Background: an optimization exercise with open tools, aiming at small area. Do not read the settings as production practice. The RTL was checked by simulation tests, not by an equivalence proof against the original design. Power and IR drop assume default switching activity.

==> 12-23 <==
==> flow/design.v <==
module riscv_regfile_mp #(
    parameter int XLEN   = 32,
    parameter int NREG   = 32,
    parameter int NUM_RD = 2,
    parameter int NUM_WR = 2
) (
    input  logic                     i_regfile_clk,
    input  logic                     i_regfile_rst,
    input  logic [NUM_RD*5-1:0]      i_regfile_rd_addr,
    output logic [NUM_RD*XLEN-1:0]   o_regfile_rd_data,
    input  logic [NUM_WR-1:0]        i_regfile_wen,
    input  logic [NUM_WR*5-1:0]      i_regfile_wr_addr,
    input  logic [NUM_WR*XLEN-1:0]   i_regfile_wr_data,
    output logic                     o_regfile_ready
);
    localparam int AW = $clog2(NREG);
    typedef enum logic {CLEAR, READY} state_e;
    state_e          state_q, state_d;
    logic [AW-1:0]   clr_cnt_q, clr_cnt_d;
    logic [XLEN-1:0] mem_q [NREG];
    always_comb begin
        state_d   = state_q;
        clr_cnt_d = clr_cnt_q;
        if (state_q == CLEAR) begin
            if (clr_cnt_q == AW'(NREG - 1)) state_d = READY;
            else                            clr_cnt_d = clr_cnt_q + 1'b1;
        end
    end
    always_ff @(posedge i_regfile_clk) begin
        if (i_regfile_rst) begin
            state_q   <= CLEAR;
            clr_cnt_q <= AW'(1);
        end else begin
            state_q   <= state_d;
            clr_cnt_q <= clr_cnt_d;
        end
    end
    always_ff @(posedge i_regfile_clk) begin
        if (!i_regfile_rst) begin
            if (state_q == CLEAR) begin
                mem_q[clr_cnt_q] <= '0;
            end else begin
                for (int w = 0; w < NUM_WR; w++) begin
                    if (i_regfile_wen[w] && i_regfile_wr_addr[5*w +: 5] != 5'd0 &&
                        32'(i_regfile_wr_addr[5*w +: 5]) < NREG)
                        mem_q[i_regfile_wr_addr[5*w +: AW]] <= i_regfile_wr_data[XLEN*w +: XLEN];
                end
            end
        end
    end
    assign o_regfile_ready = (state_q == READY);
    for (genvar k = 0; k < NUM_RD; k++) begin : g_rd
        logic [4:0]      ra;
        logic [XLEN-1:0] rdat;
        assign ra = i_regfile_rd_addr[5*k +: 5];
        always_comb begin
            rdat = '0;
            if (state_q == READY && ra != 5'd0 && 32'(ra) < NREG) begin
                rdat = mem_q[ra[AW-1:0]];
            end
        end
        assign o_regfile_rd_data[XLEN*k +: XLEN] = rdat;
    end
endmodule
==> flow/run.sh <==
#!/bin/bash
# synth_recipe.tcl (not shown) runs the flow's synth.tcl, then flattens the netlist and writes it again
# the make line also repeats each setting of config.mk as NAME=value (left out here)
make -C /OpenROAD-flow-scripts/flow DESIGN_CONFIG=/design/flow/config.mk WORK_HOME=/design/flow/orfs CLKGATE_MAP_FILE= SYNTH_SCRIPT=/design/flow/synth_recipe.tcl finish
==> flow/config.mk <==
export PLATFORM = sky130hd
export DESIGN_NAME = riscv_regfile_mp
export DESIGN_NICKNAME = riscv_regfile_mp
export VERILOG_FILES = /design/flow/design.v
export SDC_FILE = /design/flow/constraint.sdc
export NUM_CORES = 4
export LEC_CHECK = 0
export CAP_MARGIN = 20
export CORE_MARGIN = 2
export CORE_UTILIZATION = 40
export SLEW_MARGIN = 20
==> flow/constraint.sdc <==
create_clock -name core_clock -period 7.0 [get_ports {i_regfile_clk}]
set_input_delay 1.4000 -clock core_clock [delete_from_list [all_inputs] [get_ports {i_regfile_clk}]]
set_output_delay 1.4000 -clock core_clock [all_outputs]
set_load 0.01 [all_outputs]
==> 05-21 (differences from 12-23) <==
==> flow/design.v (replaced) <==
module riscv_regfile_wsel #(
    parameter int XLEN = 32
) (
    input  logic [XLEN-1:0] i_q,
    input  logic            i_h,
    input  logic            i_s0,
    input  logic            i_s1,
    input  logic [XLEN-1:0] i_d0,
    input  logic [XLEN-1:0] i_d1,
    output logic [XLEN-1:0] o_d
);
    assign o_d = (i_q & {XLEN{i_h}}) | (i_d0 & {XLEN{i_s0}}) | (i_d1 & {XLEN{i_s1}});
endmodule
module riscv_regfile_aoi222 (
    input  logic i_a0, i_b0, i_a1, i_b1, i_a2, i_b2,
    output logic o_y
);
    assign o_y = !((i_a0 && i_b0) || (i_a1 && i_b1) || (i_a2 && i_b2));
endmodule
module riscv_regfile_rbit (
    input  logic [30:0] i_sel,
    input  logic [30:0] i_bit,
    output logic        o_bit
);
    logic [10:0] g;
    for (genvar i = 0; i < 10; i++) begin : g_grp
        riscv_regfile_aoi222 u_aoi (
            .i_a0(i_bit[3*i]),     .i_b0(i_sel[3*i]),
            .i_a1(i_bit[3*i + 1]), .i_b1(i_sel[3*i + 1]),
            .i_a2(i_bit[3*i + 2]), .i_b2(i_sel[3*i + 2]),
            .o_y (g[i])
        );
    end
    assign g[10] = !(i_bit[30] && i_sel[30]);
    assign o_bit = !(&g);
endmodule
module riscv_regfile_mp #(
    parameter int XLEN   = 32,
    parameter int NREG   = 32,
    parameter int NUM_RD = 2,
    parameter int NUM_WR = 2
) (
    input  logic                     i_regfile_clk,
    input  logic                     i_regfile_rst,
    input  logic [NUM_RD*5-1:0]      i_regfile_rd_addr,
    output logic [NUM_RD*XLEN-1:0]   o_regfile_rd_data,
    input  logic [NUM_WR-1:0]        i_regfile_wen,
    input  logic [NUM_WR*5-1:0]      i_regfile_wr_addr,
    input  logic [NUM_WR*XLEN-1:0]   i_regfile_wr_data,
    output logic                     o_regfile_ready
);
    logic            ready_q;
    logic [XLEN-1:0] mem_q [1:NREG-1];
    always_ff @(posedge i_regfile_clk) begin
        ready_q <= ready_q | i_regfile_rst;
    end
    assign o_regfile_ready = ready_q;
    for (genvar r = 1; r < NREG; r++) begin : g_reg
        logic            hit0, hit1, s0, s1, h;
        logic [XLEN-1:0] d;
        assign hit0 = i_regfile_wen[0] && i_regfile_wr_addr[4:0] == 5'(r);
        assign hit1 = i_regfile_wen[1] && i_regfile_wr_addr[9:5] == 5'(r);
        assign s1 = !i_regfile_rst && hit1;
        assign s0 = !i_regfile_rst && hit0 && !hit1;
        assign h  = !i_regfile_rst && !hit0 && !hit1;
        riscv_regfile_wsel #(.XLEN(XLEN)) u_wsel (
            .i_q (mem_q[r]),
            .i_h (h),
            .i_s0(s0),
            .i_s1(s1),
            .i_d0(i_regfile_wr_data[0 +: XLEN]),
            .i_d1(i_regfile_wr_data[XLEN +: XLEN]),
            .o_d (d)
        );
        always_ff @(posedge i_regfile_clk) begin
            mem_q[r] <= d;
        end
    end
    for (genvar k = 0; k < NUM_RD; k++) begin : g_rd
        logic [4:0]      ra;
        logic [NREG-1:1] sel;
        assign ra = i_regfile_rd_addr[5*k +: 5] & {5{ready_q}};
        for (genvar r = 1; r < NREG; r++) begin : g_sel
            assign sel[r] = ra == 5'(r);
        end
        for (genvar b = 0; b < XLEN; b++) begin : g_bit
            logic [NREG-1:1] col;
            for (genvar r = 1; r < NREG; r++) begin : g_col
                assign col[r] = mem_q[r][b];
            end
            riscv_regfile_rbit u_rbit (
                .i_sel(sel),
                .i_bit(col),
                .o_bit(o_regfile_rd_data[XLEN*k + b])
            );
        end
    end
endmodule
==> flow/flow/run.sh (new file) <==
#!/bin/bash
# The standard ORFS layout (standard.sh), with two changes to how it is built:
#  - the port buffers use sky130_fd_sc_hd__buf_1 instead of the tool's own pick;
#  - clock tree synthesis uses clkbuf_8 buffers, clusters of up to 14 sinks within
#    70 um, and inserts no dummy loads.
# Synthesis, floorplan, power grid, placement and routing are otherwise the
# standard flow. make's output goes to flow_make.log in this folder; each ORFS
# step writes its tool's full log under orfs/logs/.
set -euo pipefail
export BUFFER_PORTS_ARGS="-buffer_cell sky130_fd_sc_hd__buf_1"
export CTS_ARGS="-sink_clustering_enable -repair_clock_nets -dont_use_dummy_load -buf_list sky130_fd_sc_hd__clkbuf_8 -sink_clustering_size 14 -sink_clustering_max_diameter 70"
bash standard.sh finish > flow_make.log 2>&1
==> flow/standard.sh (new file) <==
#!/bin/bash
# synth_recipe.tcl (not shown) runs the flow's synth.tcl, then flattens the netlist and writes it again
# the make line also repeats each setting of config.mk as NAME=value (left out here)
make -C /OpenROAD-flow-scripts/flow DESIGN_CONFIG=/design/flow/config.mk WORK_HOME=/design/flow/orfs CLKGATE_MAP_FILE= SYNTH_SCRIPT=/design/flow/synth_recipe.tcl "${@:-finish}"
Settings changed: CAP_MARGIN 20 to 10, CORE_UTILIZATION 40 to 52, SLEW_MARGIN 20 to 10, SYNTH_HIERARCHICAL from default to 1.
removed: flow/run.sh
==> notes <==
Against 05-21, the non-clock buffer count of 12-23 is lower by 76. Against 05-21, the combinational power of 12-23 is smaller by about 4%. Sequential share of layout area: 05-21 is lower than 12-23 (5.2 points). Between 12-23 and 05-21, the lower register-to-register slack is in 12-23 (gap 3.0 ns). Of 05-21 and 12-23, 05-21 has the higher wire length (gap 1.9%, measured against 12-23). Of 12-23 and 05-21, 12-23 has the higher sequential power (gap about 17%, measured against 05-21). 12-23 ran to the end with no violations. 05-21 ran to the end with no violations. Of 05-21 and 12-23, 05-21 has the higher via count (gap 22%, measured against 12-23). Of 05-21 and 12-23, 12-23 has the higher die area (gap 41%, measured against 12-23). Against 05-21, the synthesized area of 12-23 is larger by 31%. In first-iteration DRC count, 05-21 is at 3.3 times the value of 12-23. Between 05-21 and 12-23, the lower worst hold slack is in 05-21 (gap 0.067 ns).
==> figures <==
Status: 12-23 finished clean; 05-21 finished clean
Synthesized flop and latch total: 12-23 1030; 05-21 993
Average footprint of a synthesized cell: 12-23 14.31 um2; 05-21 10.42 um2
EDFF count, synth: 12-23 1024; 05-21 0
Largest area contributor in the synthesized netlist: 12-23 sky130_fd_sc_hd__edfxtp_1; 05-21 sky130_fd_sc_hd__dfxtp_1
Power per cell area: 12-23 199.1 nW/um2; 05-21 197.4 nW/um2
Root Buffer Master: 12-23 sky130_fd_sc_hd__clkbuf_16; 05-21 sky130_fd_sc_hd__clkbuf_8
Category of the worst setup path launch point: 12-23 input pin; 05-21 flop
Overall die height: 12-23 393.5 um; 05-21 302.0 um
Met1 global-route usage: 12-23 0.4007; 05-21 0.6417
Reg2Reg Capture Point: 12-23 mem_q[30][11]; 05-21 ready_q
Worst-Margin Slew: 12-23 1.354 ns; 05-21 1.427 ns
Final-stage net count: 12-23 4255; 05-21 4697
Delay contributed by the slowest stage of the critical path: 12-23 0.69 ns; 05-21 1.27 ns
Final cell count without fillers: 12-23 6278; 05-21 5778
Worst Setup Slack, final: 12-23 1.021 ns; 05-21 0.4423 ns
CP arrival: 12-23 4.58 ns; 05-21 5.16 ns
Final Power: 12-23 13.68 mW; 05-21 9.873 mW
Int Pwr: 12-23 10.36 mW; 05-21 6.979 mW
Relative slew slack: 12-23 0.09628; 05-21 0.04375
Synthesized net count: 12-23 4331; 05-21 4518
Number of vias per cell: 12-23 6.744; 05-21 8.905
Antenna violations before repair: 12-23 7; 05-21 19

re-timing with driven ports:
The results above use ideal ports. As a check the final layouts listed here were re-extracted and re-timed, cells and wires unchanged.
Step 1 assumes that a clkbuf_16 drives the clock port and a buf_2 every other input.
Step 2 moves the port delays by t, midway between the first and last clock arrival at a register: inputs arrive t later, outputs are due t later. That takes back most of the time a late clock gives input paths.
Three values: no drivers, after step 1, after step 2; two values: the first two.
run	shift t [ns]	setup WS [ns]	worst setup path at the end	latest minus earliest clock arrival (ns)	pins driven straight from the clock port
12-23	0.841	1.021 / 0.903 / 0.903	input to output	0.044 / 0.044	1
05-21	0.852	0.442 / 0.368 / 0.701	input to output	0.100 / 0.099	1
After both steps every run listed still meets setup and hold. For 12-23, which loses most, drivers alone change the setup slack by -0.118 ns; drivers and shift together by -0.118 ns.
